From an optimization exercise on the open Yosys and OpenROAD flow, aimed at small area and a short achievable clock period; shortcuts taken in it are not production practice. Only simulation tests tie the RTL to the original design; equivalence was not proved.

==> flow/design.v, too long to show whole: its modules and the start of the top module <==
// module mul_pipe: 1863 lines
// module mul_pipe_fa: 10 lines
// module mul_pipe_ha: 9 lines
module mul_pipe #(
    parameter int unsigned XLEN    = 32,
    parameter int unsigned LATENCY = 3,
    parameter int unsigned TAG_W   = 5
) (
    input  logic             clk,
    input  logic             rst_n,
    input  logic             in_valid,
    output logic             in_ready,
    input  logic [XLEN-1:0]  a,
    input  logic [XLEN-1:0]  b,
    input  logic [2:0]       mulop,
    input  logic [TAG_W-1:0] in_tag,
    input  logic             flush,
    output logic             out_valid,
    input  logic             out_ready,
    output logic [XLEN-1:0]  f,
    output logic [TAG_W-1:0] out_tag
);
  // ...
==> flow/run.sh <==
#!/bin/bash
# synth_recipe.tcl (not shown) runs the flow's synth.tcl, then flattens the netlist and writes it again
# the make line also repeats each setting of config.mk as NAME=value (left out here)
make -C /OpenROAD-flow-scripts/flow DESIGN_CONFIG=/design/flow/config.mk WORK_HOME=/design/flow/orfs CLKGATE_MAP_FILE= SYNTH_SCRIPT=/design/flow/synth_recipe.tcl finish
==> flow/config.mk <==
export PLATFORM = sky130hd
export DESIGN_NAME = mul_pipe
export DESIGN_NICKNAME = mul_pipe
export VERILOG_FILES = /design/flow/design.v
export SDC_FILE = /design/flow/constraint.sdc
export NUM_CORES = 4
export LEC_CHECK = 0
export ABC_AREA = 1
export CAP_MARGIN = 20
export CORE_MARGIN = 2
export CORE_UTILIZATION = 40
export SLEW_MARGIN = 20
export SYNTH_HIERARCHICAL = 1
==> flow/constraint.sdc <==
create_clock -name core_clock -period 11.0 [get_ports {clk}]
set_input_delay 2.2000 -clock core_clock [delete_from_list [all_inputs] [get_ports {clk}]]
set_output_delay 2.2000 -clock core_clock [all_outputs]
set_load 0.01 [all_outputs]
==> results by group, run 1 <==
Status
  – Status: complete, no violations

Critical path
  – CP Launch Point: r1_b[1]
  – Worst path slowest cell: fa_1
  – Worst path depth: 18

Min path
  – Hold EP: r2_tag[1]
  – HP Start: r1_tag[1]

Clock network
  – Clock buffer count from CTS: 17
  – Post-cts hold buffer count: 0
  – Worst skew pair latency: 0.52 ns
  – CTS resizes: 0

Timing
  – Worst-margin pin slew: 1.002 ns
  – Worst slew margin: 32.97%
  – Fmax achieved: 0.1553 GHz
  – Final hold vios: 0

Global routing
  – Initial antenna violation count: 5
  – First-pass GRT wire length: 152.6 mm

Synthesis
  – Netlist cell types: 36
  – EDFF count, synth: 142
  – Synth warn: 7

Detailed routing
  – # DRC: 0
  – Via-per-instance ratio: 5.880
  – DR WL met2: 44.60 mm

Cells and area
  – Layout Cells excl Fill: 4099

Placed design
  – Placed cells: 4064
==> inputs of run 2 (changes only) <==
--- a/flow/design.v
+++ b/flow/design.v
@@ -15,75 +15,85 @@
     output logic             out_valid,
     input  logic             out_ready,
     output logic [XLEN-1:0]  f,
     output logic [TAG_W-1:0] out_tag
 );
     logic             w_stall;
     logic             w_acc;
     logic             r1_v, r2_v, r3_v;
-    logic [31:0]      r1_a, r1_b;
-    logic             r1_ea, r1_eb, r1_hi;
+    logic [31:0]      r1_a;
+    logic [15:0]      r1_neg, r1_one, r1_two;
+    logic             r1_ea, r1_d16, r1_hi;
+    logic [15:0]      w_neg, w_one, w_two;
+    logic [32:0]      w_b;
     logic [TAG_W-1:0] r1_tag, r2_tag, r3_tag;
     logic [31:0]      r2_x, r2_y;
-    logic             r2_cin;
     logic [31:0]      r3_f;
     always_comb begin
         w_stall  = r3_v && !out_ready;
         in_ready = !w_stall && !flush;
         w_acc    = in_valid && in_ready;
     end
-    wire bneg0 = r1_b[1];
-    wire bone0 = r1_b[0] ^ 1'b0;
-    wire btwo0 = (r1_b[1] ^ r1_b[0]) & ~(r1_b[0] ^ 1'b0);
-    wire bneg1 = r1_b[3];
-    wire bone1 = r1_b[2] ^ r1_b[1];
-    wire btwo1 = (r1_b[3] ^ r1_b[2]) & ~(r1_b[2] ^ r1_b[1]);
-    wire bneg2 = r1_b[5];
-    wire bone2 = r1_b[4] ^ r1_b[3];
-    wire btwo2 = (r1_b[5] ^ r1_b[4]) & ~(r1_b[4] ^ r1_b[3]);
-    wire bneg3 = r1_b[7];
-    wire bone3 = r1_b[6] ^ r1_b[5];
-    wire btwo3 = (r1_b[7] ^ r1_b[6]) & ~(r1_b[6] ^ r1_b[5]);
-    wire bneg4 = r1_b[9];
-    wire bone4 = r1_b[8] ^ r1_b[7];
-    wire btwo4 = (r1_b[9] ^ r1_b[8]) & ~(r1_b[8] ^ r1_b[7]);
-    wire bneg5 = r1_b[11];
-    wire bone5 = r1_b[10] ^ r1_b[9];
-    wire btwo5 = (r1_b[11] ^ r1_b[10]) & ~(r1_b[10] ^ r1_b[9]);
-    wire bneg6 = r1_b[13];
-    wire bone6 = r1_b[12] ^ r1_b[11];
-    wire btwo6 = (r1_b[13] ^ r1_b[12]) & ~(r1_b[12] ^ r1_b[11]);
-    wire bneg7 = r1_b[15];
-    wire bone7 = r1_b[14] ^ r1_b[13];
-    wire btwo7 = (r1_b[15] ^ r1_b[14]) & ~(r1_b[14] ^ r1_b[13]);
-    wire bneg8 = r1_b[17];
-    wire bone8 = r1_b[16] ^ r1_b[15];
-    wire btwo8 = (r1_b[17] ^ r1_b[16]) & ~(r1_b[16] ^ r1_b[15]);
-    wire bneg9 = r1_b[19];
-    wire bone9 = r1_b[18] ^ r1_b[17];
-    wire btwo9 = (r1_b[19] ^ r1_b[18]) & ~(r1_b[18] ^ r1_b[17]);
-    wire bneg10 = r1_b[21];
-    wire bone10 = r1_b[20] ^ r1_b[19];
-    wire btwo10 = (r1_b[21] ^ r1_b[20]) & ~(r1_b[20] ^ r1_b[19]);
-    wire bneg11 = r1_b[23];
-    wire bone11 = r1_b[22] ^ r1_b[21];
-    wire btwo11 = (r1_b[23] ^ r1_b[22]) & ~(r1_b[22] ^ r1_b[21]);
-    wire bneg12 = r1_b[25];
-    wire bone12 = r1_b[24] ^ r1_b[23];
-    wire btwo12 = (r1_b[25] ^ r1_b[24]) & ~(r1_b[24] ^ r1_b[23]);
-    wire bneg13 = r1_b[27];
-    wire bone13 = r1_b[26] ^ r1_b[25];
-    wire btwo13 = (r1_b[27] ^ r1_b[26]) & ~(r1_b[26] ^ r1_b[25]);
-    wire bneg14 = r1_b[29];
-    wire bone14 = r1_b[28] ^ r1_b[27];
-    wire btwo14 = (r1_b[29] ^ r1_b[28]) & ~(r1_b[28] ^ r1_b[27]);
-    wire bneg15 = r1_b[31];
-    wire bone15 = r1_b[30] ^ r1_b[29];
-    wire btwo15 = (r1_b[31] ^ r1_b[30]) & ~(r1_b[30] ^ r1_b[29]);
+    always_comb begin
+        w_b = {b, 1'b0};
+        for (int i = 0; i < 16; i++) begin
+            w_neg[i] = w_b[2*i+2];
+            w_one[i] = w_b[2*i+1] ^ w_b[2*i];
+            w_two[i] = (w_b[2*i+2] ^ w_b[2*i+1]) & ~(w_b[2*i+1] ^ w_b[2*i]);
+        end
+    end
+    wire bneg0 = r1_neg[0];
+    wire bone0 = r1_one[0];
+    wire btwo0 = r1_two[0];
+    wire bneg1 = r1_neg[1];
+    wire bone1 = r1_one[1];
+    wire btwo1 = r1_two[1];
+    wire bneg2 = r1_neg[2];
+    wire bone2 = r1_one[2];
+    wire btwo2 = r1_two[2];
+    wire bneg3 = r1_neg[3];
+    wire bone3 = r1_one[3];
+    wire btwo3 = r1_two[3];
+    wire bneg4 = r1_neg[4];
+    wire bone4 = r1_one[4];
+    wire btwo4 = r1_two[4];
+    wire bneg5 = r1_neg[5];
+    wire bone5 = r1_one[5];
+    wire btwo5 = r1_two[5];
+    wire bneg6 = r1_neg[6];
+    wire bone6 = r1_one[6];
+    wire btwo6 = r1_two[6];
+    wire bneg7 = r1_neg[7];
+    wire bone7 = r1_one[7];
+    wire btwo7 = r1_two[7];
+    wire bneg8 = r1_neg[8];
+    wire bone8 = r1_one[8];
+    wire btwo8 = r1_two[8];
+    wire bneg9 = r1_neg[9];
+    wire bone9 = r1_one[9];
+    wire btwo9 = r1_two[9];
+    wire bneg10 = r1_neg[10];
+    wire bone10 = r1_one[10];
+    wire btwo10 = r1_two[10];
+    wire bneg11 = r1_neg[11];
+    wire bone11 = r1_one[11];
+    wire btwo11 = r1_two[11];
+    wire bneg12 = r1_neg[12];
+    wire bone12 = r1_one[12];
+    wire btwo12 = r1_two[12];
+    wire bneg13 = r1_neg[13];
+    wire bone13 = r1_one[13];
+    wire btwo13 = r1_two[13];
+    wire bneg14 = r1_neg[14];
+    wire bone14 = r1_one[14];
+    wire btwo14 = r1_two[14];
+    wire bneg15 = r1_neg[15];
+    wire bone15 = r1_one[15];
+    wire btwo15 = r1_two[15];
     wire [33:0] pp0;
     assign pp0[0] = (bone0 & r1_a[0]) ^ bneg0;
     assign pp0[1] = ((bone0 & r1_a[1]) | (btwo0 & r1_a[0])) ^ bneg0;
     assign pp0[2] = ((bone0 & r1_a[2]) | (btwo0 & r1_a[1])) ^ bneg0;
     assign pp0[3] = ((bone0 & r1_a[3]) | (btwo0 & r1_a[2])) ^ bneg0;
     assign pp0[4] = ((bone0 & r1_a[4]) | (btwo0 & r1_a[3])) ^ bneg0;
     assign pp0[5] = ((bone0 & r1_a[5]) | (btwo0 & r1_a[4])) ^ bneg0;
     assign pp0[6] = ((bone0 & r1_a[6]) | (btwo0 & r1_a[5])) ^ bneg0;
@@ -634,17 +644,17 @@
     assign pp15[26] = ((bone15 & r1_a[26]) | (btwo15 & r1_a[25])) ^ bneg15;
     assign pp15[27] = ((bone15 & r1_a[27]) | (btwo15 & r1_a[26])) ^ bneg15;
     assign pp15[28] = ((bone15 & r1_a[28]) | (btwo15 & r1_a[27])) ^ bneg15;
     assign pp15[29] = ((bone15 & r1_a[29]) | (btwo15 & r1_a[28])) ^ bneg15;
     assign pp15[30] = ((bone15 & r1_a[30]) | (btwo15 & r1_a[29])) ^ bneg15;
     assign pp15[31] = ((bone15 & r1_a[31]) | (btwo15 & r1_a[30])) ^ bneg15;
     assign pp15[32] = ((bone15 & r1_ea) | (btwo15 & r1_a[31])) ^ bneg15;
     assign pp15[33] = ((bone15 & r1_ea) | (btwo15 & r1_ea)) ^ bneg15;
-    wire d16 = r1_b[31] & ~r1_eb;
+    wire d16 = r1_d16;
     wire hs0, hc0;
     mul_pipe_ha u_ha0 (.x(bneg12), .y(pp0[24]), .s(hs0), .c(hc0));
     wire hs1, hc1;
     mul_pipe_ha u_ha1 (.x(pp0[25]), .y(pp1[23]), .s(hs1), .c(hc1));
     wire fs0, fc0;
     mul_pipe_fa u_fa0 (.x(bneg13), .y(pp0[26]), .z(pp1[24]), .s(fs0), .c(fc0));
     wire hs2, hc2;
     mul_pipe_ha u_ha2 (.x(pp2[22]), .y(pp3[20]), .s(hs2), .c(hc2));
@@ -1812,21 +1822,157 @@
     assign sx[60] = fc475;
     assign sy[60] = fs476;
     assign sx[61] = fc476;
     assign sy[61] = fs477;
     assign sx[62] = fc477;
     assign sy[62] = fs478;
     assign sx[63] = fc478;
     assign sy[63] = fs479;
-    wire [32:0] w_lo = {1'b0, sx[31:0]} + {1'b0, sy[31:0]};
+    wire cg0 = sx[0] & sy[0];
+    wire cp0 = sx[0] | sy[0];
+    wire cg1 = sx[1] & sy[1];
+    wire cp1 = sx[1] | sy[1];
+    wire cg2 = sx[2] & sy[2];
+    wire cp2 = sx[2] | sy[2];
+    wire cg3 = sx[3] & sy[3];
+    wire cp3 = sx[3] | sy[3];
+    wire cg4 = sx[4] & sy[4];
+    wire cp4 = sx[4] | sy[4];
+    wire cg5 = sx[5] & sy[5];
+    wire cp5 = sx[5] | sy[5];
+    wire cg6 = sx[6] & sy[6];
+    wire cp6 = sx[6] | sy[6];
+    wire cg7 = sx[7] & sy[7];
+    wire cp7 = sx[7] | sy[7];
+    wire cg8 = sx[8] & sy[8];
+    wire cp8 = sx[8] | sy[8];
+    wire cg9 = sx[9] & sy[9];
+    wire cp9 = sx[9] | sy[9];
+    wire cg10 = sx[10] & sy[10];
+    wire cp10 = sx[10] | sy[10];
+    wire cg11 = sx[11] & sy[11];
+    wire cp11 = sx[11] | sy[11];
+    wire cg12 = sx[12] & sy[12];
+    wire cp12 = sx[12] | sy[12];
+    wire cg13 = sx[13] & sy[13];
+    wire cp13 = sx[13] | sy[13];
+    wire cg14 = sx[14] & sy[14];
+    wire cp14 = sx[14] | sy[14];
+    wire cg15 = sx[15] & sy[15];
+    wire cp15 = sx[15] | sy[15];
+    wire cg16 = sx[16] & sy[16];
+    wire cp16 = sx[16] | sy[16];
+    wire cg17 = sx[17] & sy[17];
+    wire cp17 = sx[17] | sy[17];
+    wire cg18 = sx[18] & sy[18];
+    wire cp18 = sx[18] | sy[18];
+    wire cg19 = sx[19] & sy[19];
+    wire cp19 = sx[19] | sy[19];
+    wire cg20 = sx[20] & sy[20];
+    wire cp20 = sx[20] | sy[20];
+    wire cg21 = sx[21] & sy[21];
+    wire cp21 = sx[21] | sy[21];
+    wire cg22 = sx[22] & sy[22];
+    wire cp22 = sx[22] | sy[22];
+    wire cg23 = sx[23] & sy[23];
+    wire cp23 = sx[23] | sy[23];
+    wire cg24 = sx[24] & sy[24];
+    wire cp24 = sx[24] | sy[24];
+    wire cg25 = sx[25] & sy[25];
+    wire cp25 = sx[25] | sy[25];
+    wire cg26 = sx[26] & sy[26];
+    wire cp26 = sx[26] | sy[26];
+    wire cg27 = sx[27] & sy[27];
+    wire cp27 = sx[27] | sy[27];
+    wire cg28 = sx[28] & sy[28];
+    wire cp28 = sx[28] | sy[28];
+    wire cg29 = sx[29] & sy[29];
+    wire cp29 = sx[29] | sy[29];
+    wire cg30 = sx[30] & sy[30];
+    wire cp30 = sx[30] | sy[30];
+    wire cg31 = sx[31] & sy[31];
+    wire cp31 = sx[31] | sy[31];
+    wire mg0 = cg1 | (cp1 & cg0);
+    wire mp0 = cp1 & cp0;
+    wire mg1 = cg2 | (cp2 & mg0);
+    wire mp1 = cp2 & mp0;
+    wire mg2 = cg3 | (cp3 & mg1);
+    wire mp2 = cp3 & mp1;
+    wire mg3 = cg4 | (cp4 & mg2);
+    wire mp3 = cp4 & mp2;
+    wire mg4 = cg6 | (cp6 & cg5);
+    wire mp4 = cp6 & cp5;
+    wire mg5 = mg4 | (mp4 & mg3);
+    wire mp5 = mp4 & mp3;
+    wire mg6 = cg7 | (cp7 & mg5);
+    wire mp6 = cp7 & mp5;
+    wire mg7 = cg9 | (cp9 & cg8);
+    wire mp7 = cp9 & cp8;
+    wire mg8 = mg7 | (mp7 & mg6);
+    wire mp8 = mp7 & mp6;
+    wire mg9 = cg10 | (cp10 & mg8);
+    wire mp9 = cp10 & mp8;
+    wire mg10 = cg12 | (cp12 & cg11);
+    wire mp10 = cp12 & cp11;
+    wire mg11 = cg14 | (cp14 & cg13);
+    wire mp11 = cp14 & cp13;
+    wire mg12 = cg16 | (cp16 & cg15);
+    wire mp12 = cp16 & cp15;
+    wire mg13 = mg10 | (mp10 & mg9);
+    wire mp13 = mp10 & mp9;
+    wire mg14 = mg12 | (mp12 & mg11);
+    wire mp14 = mp12 & mp11;
+    wire mg15 = mg14 | (mp14 & mg13);
+    wire mp15 = mp14 & mp13;
+    wire mg16 = cg18 | (cp18 & cg17);
+    wire mp16 = cp18 & cp17;
+    wire mg17 = cg20 | (cp20 & cg19);
+    wire mp17 = cp20 & cp19;
+    wire mg18 = cg22 | (cp22 & cg21);
+    wire mp18 = cp22 & cp21;
+    wire mg19 = cg24 | (cp24 & cg23);
+    wire mp19 = cp24 & cp23;
+    wire mg20 = mg16 | (mp16 & mg15);
+    wire mp20 = mp16 & mp15;
+    wire mg21 = mg18 | (mp18 & mg17);
+    wire mp21 = mp18 & mp17;
+    wire mg22 = cg25 | (cp25 & mg19);
+    wire mp22 = cp25 & mp19;
+    wire mg23 = mg21 | (mp21 & mg20);
+    wire mp23 = mp21 & mp20;
+    wire mg24 = cg26 | (cp26 & mg22);
+    wire mp24 = cp26 & mp22;
+    wire mg25 = cg28 | (cp28 & cg27);
+    wire mp25 = cp28 & cp27;
+    wire mg26 = cg30 | (cp30 & cg29);
+    wire mp26 = cp30 & cp29;
+    wire [4:0] w_sg, w_sp;
+    assign w_sg[0] = mg23;
+    assign w_sp[0] = 1'b0;
+    assign w_sg[1] = mg24;
+    assign w_sp[1] = mp24;
+    assign w_sg[2] = mg25;
+    assign w_sp[2] = mp25;
+    assign w_sg[3] = mg26;
+    assign w_sp[3] = mp26;
+    assign w_sg[4] = cg31;
+    assign w_sp[4] = cp31;
+    localparam int NSEG = 5;
     wire [31:0] w_x  = r1_hi ? sx[63:32] : sx[31:0];
     wire [31:0] w_y  = r1_hi ? sy[63:32] : sy[31:0];
-    wire        w_c  = r1_hi & w_lo[32];
-    wire [31:0] w_f = r2_x + r2_y + {31'd0, r2_cin};
+    logic [NSEG-1:0] r2_sg, r2_sp;
+    logic            r2_hi;
+    logic w_cin;
+    always_comb begin
+        w_cin = 1'b0;
+        for (int k = 0; k < NSEG; k++) w_cin = r2_sg[k] | (r2_sp[k] & w_cin);
+        w_cin = w_cin & r2_hi;
+    end
+    wire [31:0] w_f = r2_x + r2_y + {31'd0, w_cin};
     always_ff @(posedge clk) begin
         if (!rst_n) begin
             r1_v   <= 1'b0;
             r2_v   <= 1'b0;
             r3_v   <= 1'b0;
             r3_f   <= '0;
             r3_tag <= '0;
         end else if (flush) begin
@@ -1841,24 +1987,28 @@
                 r3_f   <= w_f;
                 r3_tag <= r2_tag;
             end
         end
     end
     always_ff @(posedge clk) begin
         if (!w_stall) begin
             r1_a   <= a;
-            r1_b   <= b;
+            r1_neg <= w_neg;
+            r1_one <= w_one;
+            r1_two <= w_two;
             r1_ea  <= a[31] && (mulop != 3'd3);
-            r1_eb  <= b[31] && (mulop[2] || !mulop[1]);
+            r1_d16 <= b[31] && !mulop[2] && mulop[1];
             r1_hi  <= (mulop != 3'd0);
             r1_tag <= in_tag;
             r2_x   <= w_x;
             r2_y   <= w_y;
-            r2_cin <= w_c;
+            r2_sg  <= w_sg;
+            r2_sp  <= w_sp;
+            r2_hi  <= r1_hi;
             r2_tag <= r1_tag;
         end
     end
     assign out_valid = r3_v;
     assign f         = r3_f;
     assign out_tag   = r3_tag;
 endmodule
 module mul_pipe_fa (
--- a/flow/config.mk
+++ b/flow/config.mk
@@ -4,10 +4,11 @@
 export VERILOG_FILES = /design/flow/design.v
 export SDC_FILE = /design/flow/constraint.sdc
 export NUM_CORES = 4
 export LEC_CHECK = 0
 export ABC_AREA = 1
 export CAP_MARGIN = 20
 export CORE_MARGIN = 2
 export CORE_UTILIZATION = 40
+export SETUP_SLACK_MARGIN = 5
 export SLEW_MARGIN = 20
 export SYNTH_HIERARCHICAL = 1
==> results by group, run 2 <==
Critical path
  – Max FO, Critical Path: 5 (was 37)
  – Highest cell delay on the worst timing path: 0.50 ns (was 0.61 ns)
  – Critical path type: input pin to primary output (was register to register)
  – Reg2Reg Depth: 13 (was 18)
  – Crit-path cells: clkdlybuf4s50_1 -> nor2_1 -> nor2_1 -> clkdlybuf4s50_1 (was buf_4 -> nor2_1 -> a21oi_4 -> buf_4 -> o22ai_2 -> xor2_1 -> fa_1 -> fa_1 -> fa_1 -> fa_1 -> fa_1 -> fa_1 -> ha_1 -> a21oi_1 -> o21ai_0 -> a21oi_1 -> o21a_1 -> a21oi_1)
  – Worst path slowest cell: clkdlybuf4s50_1 (was fa_1)
  – Critical Path Sink Type: primary output (was register)
  – Critical Path RT: 8.80 ns (was 11.23 ns)
  – CP arrival: 3.58 ns (was 6.67 ns)
  – Crit start category: input pin (was register)

Clock network
  – TritonCTS Sinks: 207 (was 182)
  – Root Driver: clkbuf_16 (unchanged)
  – Post-cts hold buffer count: 0 (unchanged)
  – Clock buffer count from CTS: 28 (was 17)
  – Reg clk slew, reported paths: 0.06 ns (was 0.10 ns)
  – Total setup buffers inserted after CTS: 0 (unchanged)
  – CTS resizes: 0 (unchanged)
  – Clk buf depth: 3 (was 2)
  – H-tree depth: 1 (was 4)
  – CTS tree: yes (unchanged)
  – Worst skew pair latency: 0.63 ns (was 0.52 ns)

Timing
  – RSZ-0062 raised after global routing: no (unchanged)
  – Slew Viols, Final: 0 (unchanged)
  – Crit path time final: 5.777 ns (was 6.441 ns)
  – Fmax achieved: 0.1731 GHz (was 0.1553 GHz)
  – Worst-margin pin slew: 1.055 ns (was 1.002 ns)
  – Setup TNS: 0 ns (unchanged)
  – Final hold vios: 0 (unchanged)
  – Fin worst setup slack: 5.223 ns (was 4.559 ns)
  – Tcrit/Tclk final: 52.51% (was 58.55%)
  – Final setup viols: 0 (unchanged)
  – Clock Skew: 0.03894 ns (was 0.02670 ns)
  – Worst slew margin: 29.56% (was 32.97%)

Detailed routing
  – # DRC: 0 (unchanged)
  – Via-per-instance ratio: 5.987 (was 5.880)
  – Drt pass-1 iters: 6 (unchanged)
  – DR iter-0 viols: 2473 (was 2428)
  – Post-DRT Antenna Nets: 0 (unchanged)
  – Routed WL: 102.7 mm (was 99.77 mm)
  – Total number of vias: 23710 (was 24100)
  – WL per Instance: 25.94 µm (was 24.34 µm)

Synthesis
  – Flop and latch count out of synthesis: 207 (was 182)
  – Synth area leader: fa_1 (unchanged)
  – Top cells by count, synth: 553 x xor2_1, 515 x o22ai_1, 482 x fa_1 (was 538 x xor2_1, 500 x nand2_1, 494 x o22ai_1)
  – Most common cell in the netlist: xor2_1 (unchanged)
  – Area of the mapped netlist: 29840 µm² (was 29880 µm²)
  – Sequential-to-total area share from yosys stat: 19.49% (was 16.95%)
  – EDFF count, synth: 167 (was 142)
  – Netlist cell types: 51 (was 36)
  – Synth warn: 7 (unchanged)
  – Dominant synthesized flop cell: edfxtp_1 (unchanged)
  – Post-Syn Area per Cell: 9.919 µm² (was 9.425 µm²)
  – Largest cells by area after synthesis: fa_1 32%, edfxtp_1 17%, xor2_1 16% (was fa_1 32%, xor2_1 16%, edfxtp_1 14%)
  – Async SR Flop Fraction: 0% (unchanged)
  – Post-synth top area share: 32.34% (was 32.29%)
  – Post-synthesis cell count: 3008 (was 3170)

Cells and area
  – Commonest non-fill, non-tap cell in the layout: xor2_1 (unchanged)
  – Nets: 3604 (was 3778)
  – Share of the core filled with cells: 44.04% (was 43.49%)
  – Final instance area: 32680 µm² (was 32270 µm²)
  – Commonest non-fill, non-tap cells in the layout: 553 x xor2_1, 515 x o22ai_1, 482 x fa_1 (was 538 x xor2_1, 497 x nand2_1, 494 x o22ai_1)
  – # diodes: 0 (was 3)
  – P&R area growth vs syn: 9.511% (was 7.994%)
  – Share of layout cells above drive strength 1: 6.252% (was 5.053%)

Floorplanning
  – Cell Rows: 100 (unchanged)
  – Starting Density: 40.21% (was 40.27%)
  – Die Y: 277.1 µm (was 277.3 µm)
  – Placeable Area: 74200 µm² (unchanged)
  – Chip Width: 277.1 µm (was 277.3 µm)
  – Die area: 76790 µm² (was 76900 µm²)
  – IO Pins: 116 (unchanged)

Placed design
  – Placement Setup Slack: 5.223 ns (was 4.710 ns)
  – Post-DP Area: 31760 µm² (was 31600 µm²)
  – PortBufs: 115 (unchanged)
  – Placer Congestion: 0.9288 (was 0.9123)
  – Post-DP HPWL: 69.20 mm (was 67.03 mm)

Min path
  – Worst hold path stage count: 0 (unchanged)
  – HP Class: register to register (unchanged)

Global routing
  – Vias in the first global route: 24990 (was 25010)
  – Initial antenna violation count: 1 (was 5)
  – GRT overflow: 0 (unchanged)
  – First-pass GRT wire length: 154.8 mm (was 152.6 mm)
  – Largest net degree at the start of global routing: 99 (was 82)
  – GRT Total Usage: 26.58% (was 26.11%)

Flow run
  – Max-cap violation count: 0 (unchanged)

Status
  – Status: complete, no violations (unchanged)
==> run 2: worst paths after layout <==
kind              startpoint        end  slack, ns
setup / recovery   out_ready   in_ready       5.22
hold / removal     r1_tag[4]  r2_tag[4]       0.42
setup reg to reg       r1_ea    r2_y[4]       5.53
hold reg to reg    r1_tag[4]  r2_tag[4]       0.42
==> run 2: area by class of cell <==
cell class	count	area, µm²
Tap cell	969	1212
Inverter	217	818.3
Clock inverter	16	168.9
Fill cell	7209	41520
Clock buffer	35	747.0
Multi-Input combinational cell	2312	22090
Timing Repair Buffer	204	1819
Sequential cell	207	5816
==> run 2: layer usage <==
layer / part of all wire (%) / track usage (%) / routed length [µm]
met5: 0 / 0 / 0
met4: 5.6 / 13.71 / 5796
met3: 12 / 8.049 / 12390
met2: 44 / 41.35 / 45630
met1: 38 / 33.41 / 38920
==> run 2: logic make-up after synthesis <==
group / after synthesis / synth area share, %
xor+xnor: 589 / 17.29
other cells: 1 / 0.01257
simple gates: 414 / 5.670
compound gates: 738 / 15.43
flops: 207 / 19.49
buf+inv: 502 / 6.626
fa+ha+maj: 557 / 35.48
==> run 2: worst max-delay path, delay by kind of cell <==
| kind | cells | cell delay (ns) |
|---|---|---|
| and+or+nand+nor | 2 | 0.47 |
| buffers and inverters | 2 | 0.90 |
==> run 2: modules after synthesis, one instance, submodules excluded <==
module	cell area, µm²	copies in the design	cells	flip-flops and latches
mul_pipe_fa	20.02	480	1	0
mul_pipe	19680	1	2484	207
mul_pipe_ha	12.51	44	1	0
==> run 2: stage by stage <==
| step | hold WS (ns) | instances |
|---|---|---|
| 4_1_cts | 0.4193 | 3960 |
| 3_5_place_dp | 0.4052 | 3909 |
| 2_1_floorplan | 0.4003 | 3021 |
| 3_3_place_gp | 0.4014 | 3909 |
| 5_1_grt | 0.4296 | 3960 |
| 6_report | 0.4183 | 3960 |
==> inputs of run 3 (changes only) <==
==> flow/flow/run.sh (new file) <==
#!/bin/bash
# The standard layout, with timing repair aimed further below the clock period and
# stronger port buffers; everything else as the standard flow does it.
set -euo pipefail
bash standard.sh SETUP_SLACK_MARGIN=6.2 "BUFFER_PORTS_ARGS=-buffer_cell sky130_fd_sc_hd__buf_4" finish > standard.log 2>&1
==> flow/standard.sh (new file) <==
#!/bin/bash
# synth_recipe.tcl (not shown) runs the flow's synth.tcl, then flattens the netlist and writes it again
# the make line also repeats each setting of config.mk as NAME=value (left out here)
make -C /OpenROAD-flow-scripts/flow DESIGN_CONFIG=/design/flow/config.mk WORK_HOME=/design/flow/orfs CLKGATE_MAP_FILE= SYNTH_SCRIPT=/design/flow/synth_recipe.tcl "${@:-finish}"
removed: flow/run.sh
==> results by group, run 3 <==
Status
  – Status: complete, no violations (unchanged)

Synthesis
  – Netlist cell types: 51 (unchanged)
  – Post-synth top area share: 32.34% (unchanged)
  – Area of the mapped netlist: 29840 µm² (unchanged)
  – Largest cells by area after synthesis: fa_1 32%, edfxtp_1 17%, xor2_1 16% (unchanged)
  – Async SR Flop Fraction: 0% (unchanged)
  – Synth warn: 7 (unchanged)
  – Top cells by count, synth: 553 x xor2_1, 515 x o22ai_1, 482 x fa_1 (unchanged)
  – Sequential-to-total area share from yosys stat: 19.49% (unchanged)
  – Dominant synthesized flop cell: edfxtp_1 (unchanged)
  – Synth area leader: fa_1 (unchanged)
  – EDFF count, synth: 167 (unchanged)
  – Post-synthesis cell count: 3008 (unchanged)
  – Most common cell in the netlist: xor2_1 (unchanged)
  – Post-Syn Area per Cell: 9.919 µm² (unchanged)
  – Flop and latch count out of synthesis: 207 (unchanged)

Critical path
  – Reg2Reg Depth: 12 (was 13)
  – Critical path type: input pin to primary output (unchanged)
  – Worst R2R Setup Slack: 6.26 ns (was 5.53 ns)
  – Worst r2r dst: r2_y[10] (was r2_y[4])
  – CP arrival: 2.57 ns (was 3.58 ns)
  – Critical Path Sink Type: primary output (unchanged)
  – R2R Path Start: r1_one[7] (was r1_ea)
  – Crit start category: input pin (unchanged)
  – Max FO, Critical Path: 2 (was 5)
  – Critical Path RT: 8.80 ns (about the same)

Global routing
  – Initial antenna violation count: 1 (unchanged)
  – GRT Total Usage: 27.00% (was 26.58%)
  – Vias in the first global route: 25140 (was 24990)
  – Largest net degree at the start of global routing: 81 (was 99)
  – First-pass GRT wire length: 157.1 mm (was 154.8 mm)
  – GRT overflow: 0 (unchanged)

Timing
  – Clock Skew: 0.02163 ns (was 0.03894 ns)
  – Tcrit/Tclk final: 43.36% (was 52.51%)
  – Worst slew margin: 31.12% (was 29.56%)
  – Worst-margin pin slew: 1.022 ns (was 1.055 ns)
  – Setup TNS: 0 ns (unchanged)
  – Crit path time final: 4.769 ns (was 5.777 ns)
  – Fin worst setup slack: 6.231 ns (was 5.223 ns)
  – Final hold vios: 0 (unchanged)
  – Fmax achieved: 0.2097 GHz (was 0.1731 GHz)
  – Slew Viols, Final: 0 (unchanged)
  – Final setup viols: 0 (unchanged)
  – RSZ-0062 raised after global routing: yes (was no)

Min path
  – Hold EP: r2_tag[1] (was r2_tag[4])
  – HP Start: r1_tag[1] (was r1_tag[4])
  – Worst hold path stage count: 0 (unchanged)
  – HP Class: register to register (unchanged)

Cells and area
  – Nets: 3653 (was 3604)
  – P&R area growth vs syn: 11.64% (was 9.511%)
  – Commonest non-fill, non-tap cell in the layout: xor2_1 (unchanged)
  – Fill count: 7118 (was 7209)
  – Share of layout cells above drive strength 1: 12.99% (was 6.252%)
  – Commonest non-fill, non-tap cells in the layout: 551 x xor2_1, 508 x o22ai_1, 469 x fa_1 (was 553 x xor2_1, 515 x o22ai_1, 482 x fa_1)

Floorplanning
  – Die Y: 277.1 µm (unchanged)
  – IO Pins: 116 (unchanged)
  – Starting Density: 40.21% (unchanged)
  – Placeable Area: 74200 µm² (unchanged)
  – Die area: 76790 µm² (unchanged)
  – Cell Rows: 100 (unchanged)
  – Chip Width: 277.1 µm (unchanged)

Clock network
  – H-tree depth: 1 (unchanged)
  – Clk buf depth: 3 (unchanged)
  – Root Driver: clkbuf_16 (unchanged)
  – TritonCTS Sinks: 207 (unchanged)
  – CTS tree: yes (unchanged)
  – Clock buffer count from CTS: 28 (unchanged)
  – Reg clk slew, reported paths: 0.06 ns (about the same)
  – Worst skew pair latency: 0.62 ns (was 0.63 ns)

Detailed routing
  – Total number of vias: 24170 (was 23710)
  – DR iter-0 viols: 2757 (was 2473)
  – WL per Instance: 26.26 µm (was 25.94 µm)
  – Routed WL: 105.3 mm (was 102.7 mm)
  – Via-per-instance ratio: 6.026 (was 5.987)
  – Post-DRT Antenna Nets: 0 (unchanged)
  – # DRC: 0 (unchanged)
  – Drt pass-1 iters: 9 (was 6)

Flow run
  – Max-cap violation count: 0 (unchanged)

Placed design
  – Placement Setup Slack: 5.571 ns (was 5.223 ns)
  – Placer Congestion: 0.9339 (was 0.9288)
  – PortBufs: 115 (unchanged)
  – Post-DP HPWL: 70.71 mm (was 69.20 mm)
[run 3: cell counts after synthesis]
Identical to the previous run, type by type.
[run 3: worst max-delay path: stages]
cell    delay, ns
buf_6        0.09
nor2_4       0.10
nor2_4       0.06
buf_6        0.11
[run 3: Yosys stat by module, one instance, submodules excluded]
module / flops+latches / area, µm² / times used
mul_pipe: 207 / 19680 / 1
mul_pipe_fa: 0 / 20.02 / 480
mul_pipe_ha: 0 / 12.51 / 44
[run 3: logic make-up (layout without fill, tap and decap cells)]
group / after synthesis / after routing / share of synthesized area, %
fa+ha+maj: 557 / 557 / 35.48
simple gates: 414 / 414 / 5.670
flops: 207 / 207 / 19.49
xor+xnor: 589 / 589 / 17.29
compound gates: 738 / 738 / 15.43
other cells: 1 / 15 / 0.01257
buf+inv: 502 / 522 / 6.626
[run 3: routing by layer]
layer / vias to the layer above / part of all wire [%] / track usage, %
li1: 10210 / - / -
met1: 12030 / 38 / 34.11
met2: 1556 / 44 / 41.55
met3: 373 / 12 / 9.010
met4: 0 / 5.4 / 13.18
met5: - / 0 / 0
[run 3: layout make-up]
type                            instances  area, µm²  share of cell area [%]
Multi-Input combinational cell       2312      22210                   66.68
Sequential cell                       207       5816                   17.46
Timing Repair Buffer                  250       2257                   6.776
Tap cell                              969       1212                   3.640
Inverter                              217      870.8                   2.614
Clock buffer                           38      790.8                   2.374
Clock inverter                         14      133.9                  0.4019
Timing Repair inverter                  3      15.01                 0.04507
Antenna cell                            1      2.502                0.007512
[run 3: worst max-delay path by stage]
stage / startpoint / end / slack [ns] / depth (start not counted)
final: out_ready / in_ready / 6.23 / 4
after global routing: r1_a[23] / r2_y[31] / 6.15 / 12
after floorplan: out_ready / r1_a[0] / 5.78 / 2
after CTS: r1_ea / r2_y[10] / 6.20 / 12
after detailed placement: r1_ea / r2_y[10] / 5.57 / 12
after global placement: r1_ea / r2_y[10] / 5.64 / 12
[run 3: through the flow]
stage / instances / area [µm²] / utilization [%] / hold slack (ns)
after global placement: 3909 / 31480 / 42.43 / 0.4017
after CTS: 3981 / 32780 / 44.18 / 0.4351
after detailed placement: 3909 / 31480 / 42.43 / 0.4209
final: 4011 / 33310 / 44.90 / 0.4287
after floorplan: 3021 / 29900 / - / 0.4003
after global routing: 4010 / 33310 / 44.89 / 0.4328
[run 3: timing repair]
action | 4_1_cts | 5_1_grt
pin swaps | 2 | 19
hold buffers | 0 | 0
setup buffers | 19 | 24
setup endpoints to repair | 54 | 49
endpoints found under the hold margin | 0 | 0
resized for setup | 47 | 80
gates cloned | 1 | 4

[separate check: timing with driven ports]
The flow's constraints put no driver on any port. The routed layouts listed below were extracted and timed again, unchanged, in two steps. Step 1 assumes that a clkbuf_16 drives the clock port and a buf_2 every other input. Step 2 moves the port delays by t, midway between the first and last clock arrival at a register: inputs arrive t later, outputs are due t later. That takes back most of the time a late clock gives input paths. Slacks: no drivers / after step 1 / after step 2; pairs: no drivers / after step 1.
| run | t, ns | setup slack, ns | hold slack, ns |
|---|---|---|---|
| run 1 | 0.571 | 4.559 / 4.559 / 4.559 | 0.428 / 0.428 / 0.428 |
| run 2 | 0.673 | 5.223 / 5.201 / 5.201 | 0.418 / 0.418 / 0.418 |
| run 3 | 0.675 | 6.231 / 6.195 / 6.195 | 0.429 / 0.429 / 0.429 |
After both steps every run listed still meets setup and hold. For run 3, which loses most, drivers alone change the setup slack by -0.036 ns; drivers and shift together by -0.036 ns.
